This design comes from an exercise in tuning for small area, a short achievable clock period and few clock cycles per item on the open sky130 flow, not from production work. In this exercise RTL edits were held to simulation tests only and were not proved equivalent to the original. The clock port is modelled as an ideal driver; clocking choices that lean on that would not hold on a real chip. Power is estimated from default activity; no workload was simulated.

==> flow/design.v (excerpt) <==
module timing_recovery_top (
  input  wire                  clk,
  input  wire                  reset_i,
  input  wire                  raw_valid_i,
  input  timing_pkg::sample_t  raw_i_i,
  input  timing_pkg::sample_t  raw_q_i,
  input  wire           [15:0] step_i,
  input  timing_pkg::mu_gain_t mu_gain_i,
  input  wire                  sym_ready_i,
  output logic                 raw_ready_o,
  output logic                 sym_valid_o,
  output timing_pkg::sym_t     sym_i_o,
  output timing_pkg::sym_t     sym_q_o
);
  logic             accept;
  logic             s1_valid_next;
  logic             ready_q;    
  logic             s1_valid;
  logic             s2_valid;
  logic             out_free;   
  logic             en2;        
  logic             adv;        
  logic             push;       
  logic      [12:0] mu_sel;
  timing_pkg::sym_t rail_i;
  timing_pkg::sym_t rail_q;
  assign push        = s2_valid & out_free;
  assign en2         = !s2_valid | out_free;
  assign adv         = s1_valid & en2;
  assign raw_ready_o = ready_q | sym_ready_i;    
  assign accept      = raw_valid_i & raw_ready_o;
  symbol_nco i_symbol_nco (
    .clk        (clk),
    .reset_i    (reset_i),
    .accept_i   (accept),
    .step_i     (step_i),
    .mu_gain_i  (mu_gain_i),
    .adv_i      (adv),
    .s1_valid_o      (s1_valid),
    .s1_valid_next_o (s1_valid_next),
    .mu_sel_o   (mu_sel)
  );
  rail_interp i_rail_i (
    .clk      (clk),
    .reset_i  (reset_i),
    .accept_i (accept),
    .smp_i    (raw_i_i),
    .adv_i    (adv),
    .mu_sel_i (mu_sel),
    .rail_o   (rail_i)
  );
  rail_interp i_rail_q (
    .clk      (clk),
    .reset_i  (reset_i),
    .accept_i (accept),
    .smp_i    (raw_q_i),
    .adv_i    (adv),
    .mu_sel_i (mu_sel),
    .rail_o   (rail_q)
  );
  symbol_joiner i_symbol_joiner (
    .clk         (clk),
    .reset_i     (reset_i),
    .push_i      (push),
    .i_sym_i     (rail_i),
    .q_sym_i     (rail_q),
    .sym_ready_i (sym_ready_i),
    .free_o      (out_free),
    .sym_valid_o (sym_valid_o),
    .sym_i_o     (sym_i_o),
    .sym_q_o     (sym_q_o)
  );
  always_ff @(posedge clk) begin
    if (reset_i) begin
      s2_valid <= 1'b0;
      ready_q  <= 1'b1;
    end else begin
      if (en2) s2_valid <= adv;
  ...
Size in the first run: about 1900 cells after synthesis, ~100 I/O pins.
Settings: LEC_CHECK=0, CAP_MARGIN=20, CORE_MARGIN=2, CORE_UTILIZATION=70, CTS_BUF_LIST=sky130_fd_sc_hd__clkbuf_4 sky130_fd_sc_hd__clkbuf_8, HOLD_SLACK_MARGIN=0.1, SETUP_SLACK_MARGIN=4.0, SLEW_MARGIN=20; clock period 9.0 ns.
standard.sh (not shown) runs the stock make flow with config.mk's settings and CLKGATE_MAP_FILE= SYNTH_SCRIPT=/design/flow/synth_recipe.tcl, a recipe that flattens the netlist after the stock synthesis.
==> flow/flow/run.sh <==
#!/bin/bash
# Standard layout with three changes:
#  - plain buffers on the ports instead of the delay buffers buffer_ports picks
#  - after synthesis, inv_opt.tcl pushes inverters through the full adders
#    (a full adder is self-dual), removing inverter pairs between adder cells
#  - after clock tree synthesis, skew.tcl gives the mu register and the output
#    symbol register a later clock (useful skew between internal stages)
set -euo pipefail
export BUFFER_PORTS_ARGS="-buffer_cell sky130_fd_sc_hd__buf_1"
export POST_SYNTH_TCL="$PWD/flow/inv_opt.tcl"
export POST_CTS_TCL="$PWD/flow/skew.tcl"
bash standard.sh > standard_flow.log 2>&1
Other scripts of this flow, unchanged in this note and not shown: flow/flow/inv_opt.tcl, flow/flow/skew.tcl
The first run completed without violations.
Testbench counts at the start, summed over its fixed seeds: cycles 24,012, items 24,000.
Edit:
- CORE_UTILIZATION: 70 -> 65
- HOLD_SLACK_MARGIN: 0.1 -> 0.15
The changed run produced a clean layout.
Critical path depth decreases by 2.
Maximum frequency increases slightly.
Worst setup slack improves by 0.083 ns.
Via count decreases slightly.
Global-route usage decreases by 1.5 points.
Sequential share of layout area decreases by 0.20 points.
Synthesized cell count is unchanged.
Worst hold slack improves by 0.072 ns.
Cell area increases slightly.
Core utilization decreases by 4.7 points.
Total power stays flat.

Setup of run 1:
Another version of the RTL of timing_recovery_top (not shown whole).
Size: ~1800 cells after synthesis, about 19000 um2 of cells after synthesis.
Design timing_recovery_top, start of the top module:
module timing_recovery_top (
  input  wire                  clk,
  input  wire                  reset_i,
  input  wire                  raw_valid_i,
  input  timing_pkg::sample_t  raw_i_i,
  input  timing_pkg::sample_t  raw_q_i,
  input  wire           [15:0] step_i,
  input  timing_pkg::mu_gain_t mu_gain_i,
  input  wire                  sym_ready_i,
  output logic                 raw_ready_o,
  output logic                 sym_valid_o,
  output timing_pkg::sym_t     sym_i_o,
  output timing_pkg::sym_t     sym_q_o
);
  logic             accept;
  logic             s1_valid;
  logic             s2_valid;
  logic             out_free;   
  logic             en2;        
  logic             adv;        
  logic             push;       
  timing_pkg::mu_t  mu;
  timing_pkg::sym_t rail_i;
  timing_pkg::sym_t rail_q;
  assign push        = s2_valid & out_free;
  assign en2         = !s2_valid | out_free;
  assign adv         = s1_valid & en2;
  assign raw_ready_o = !s1_valid | en2;
  assign accept      = raw_valid_i & raw_ready_o;
  symbol_nco i_symbol_nco (
    .clk        (clk),
    .reset_i    (reset_i),
    .accept_i   (accept),
    .step_i     (step_i),
    .mu_gain_i  (mu_gain_i),
    .adv_i      (adv),
    .wrap_o     (),
    .s1_valid_o (s1_valid),
    .mu_o       (mu)
  );
  rail_interp i_rail_i (
    .clk      (clk),
    .reset_i  (reset_i),
    .accept_i (accept),
    .smp_i    (raw_i_i),
    .adv_i    (adv),
    .mu_i     (mu),
    .rail_o   (rail_i)
  );
  rail_interp i_rail_q (
    .clk      (clk),
    .reset_i  (reset_i),
    .accept_i (accept),
    .smp_i    (raw_q_i),
    .adv_i    (adv),
    .mu_i     (mu),
    .rail_o   (rail_q)
  );
  symbol_joiner i_symbol_joiner (
    .clk         (clk),
    .reset_i     (reset_i),
    .push_i      (push),
    .i_sym_i     (rail_i),
    .q_sym_i     (rail_q),
    .sym_ready_i (sym_ready_i),
  ...
export LEC_CHECK = 0
export CAP_MARGIN = 20
export CORE_MARGIN = 2
export CORE_UTILIZATION = 55
export CTS_BUF_LIST = sky130_fd_sc_hd__clkbuf_4 sky130_fd_sc_hd__clkbuf_8
export SETUP_SLACK_MARGIN = 4.3
export SLEW_MARGIN = 20
create_clock -name core_clock -period 9.0 [get_ports {clk}]
==> flow/flow/run.sh <==
#!/bin/bash
# Standard layout with two changes:
#  - plain buffers on the ports instead of the delay buffers buffer_ports picks
#  - after synthesis, inv_opt.tcl pushes inverters through the full adders
#    (a full adder is self-dual), removing inverter pairs between adder cells
set -euo pipefail
export BUFFER_PORTS_ARGS="-buffer_cell sky130_fd_sc_hd__buf_2"
export POST_SYNTH_TCL="$PWD/flow/inv_opt.tcl"
bash standard.sh > standard_flow.log 2>&1
Other scripts of this flow, unchanged in this note and not shown: flow/flow/inv_opt.tcl
Testbench counts of run 1, summed over its fixed seeds: cycles 24,012, items 24,000.
Inputs modified between run 1 and run 2:
-- flow/config.mk --
<<< run 1, line 11
export CTS_BUF_LIST = sky130_fd_sc_hd__clkbuf_4 sky130_fd_sc_hd__clkbuf_8
export SETUP_SLACK_MARGIN = 4.3
export SLEW_MARGIN = 20
>>> run 2, line 11
export CTS_BUF_LIST = sky130_fd_sc_hd__clkbuf_4 sky130_fd_sc_hd__clkbuf_8
export SETUP_SLACK_MARGIN = 3.7
export SLEW_MARGIN = 20
--- outcome ---
Changes observed in run 2 relative to run 1: global-route wire length before repair went down 3.0%; share of total power in combinational logic dropped 4.5 points.
Run 2 ends up with a wire length on met2 that is about 9% lower than in run 1.
Run 2: maximum frequency lower than run 1
Run 1 → run 2: ratio of final minimum period to clock period rose by 3.1 points; power density over the cells fell by about 6%.
Run 2 vs. run 1: total met3 wirelength after detailed routing moved down; count of vias placed by the detailed router moved down; quantity of I/O buffers inserted on ports level; shortest clock period the worst path allows after layout moved up.
> inputs changed (run 2 -> run 3)
-- flow/config.mk --
<<< run 2, line 9
export CORE_MARGIN = 2
export CORE_UTILIZATION = 55
export CTS_BUF_LIST = sky130_fd_sc_hd__clkbuf_4 sky130_fd_sc_hd__clkbuf_8
export SETUP_SLACK_MARGIN = 3.7
export SLEW_MARGIN = 20
>>> run 3, line 9
export CORE_MARGIN = 2
export CORE_UTILIZATION = 40
export SETUP_SLACK_MARGIN = 4.0
export SLEW_MARGIN = 20
==> results.txt <==
Looking at run 3 and run 2, the smallest hold slack is a wash.
In run 3, the detailed-route wire length on metal 1 came out about 11% above the value in run 2.
Sort run 3 and run 2 by overall track demand over capacity in global routing desc -> top: run 2
Run 3 vs. run 2: final-layout clock buffer total down 25, met3 usage in global routing shows a reduction of 3.3 points, worst hold path depth has increased.
Compared with run 2, in run 3 post-detailed-placement cell area went up about 1%; number of cells in the finished layout apart from fillers went up 6.2%.
--- input diff run 3..run 4 ---
-- flow/config.mk --
<<< run 3, line 9
export CORE_MARGIN = 2
export CORE_UTILIZATION = 40
export SETUP_SLACK_MARGIN = 4.0
export SLEW_MARGIN = 20
>>> run 4, line 9
export CORE_MARGIN = 2
export CORE_UTILIZATION = 55
export CTS_BUF_LIST = sky130_fd_sc_hd__clkbuf_4 sky130_fd_sc_hd__clkbuf_8
export SETUP_SLACK_MARGIN = 4.5
export SLEW_MARGIN = 20
- Every run in the comparison, run 4 and run 3, completed the flow with a clean layout.
- Run 3 → run 4: core utilization rose 21 points; maximum frequency rose about 0.9%.
- Summary — final period demand of the worst path, run 4 relative to run 3: lower, by 0.042 ns.

==> separate check: timing with driven ports <==
The flow's constraints put no driver on any port. The routed layouts listed below were extracted and timed again, unchanged, in two steps.
Step 1: set_driving_cell puts a clkbuf_16 on clk and a buf_2 on each other input, an assumption about the parent block.
Step 2, shift: input delay + t, output delay - t, t = (earliest + latest rising clock arrival at the registers) / 2. This alone moves slack from input paths to output paths.
Slacks: no drivers / after step 1 / after step 2; pairs: no drivers / after step 1.
run	t, ns	setup slack, ns	clock arrival spread, ns	worst slew at a driven data input, ns
the first run of note 1	1.155	4.435 / 4.435 / 3.776	1.163 / 1.163	0.05
the second run of note 1	1.162	4.518 / 4.518 / 3.769	1.183 / 1.182	0.04
run 1	0.649	4.223 / 4.223 / 4.223	0.023 / 0.023	0.08
run 2	0.641	3.941 / 3.941 / 3.941	0.044 / 0.044	0.07
run 3	0.601	4.164 / 4.164 / 4.164	0.016 / 0.016	0.06
run 4	0.643	4.205 / 4.205 / 4.205	0.048 / 0.048	0.07
Clock arrivals are far apart in the first run of note 1 and the second run of note 1, so t is only a midpoint there and step 2 fits no single register. The setup slack of the second run of note 1, which loses most, moves by 0.000 ns with the drivers and by -0.749 ns with both steps.
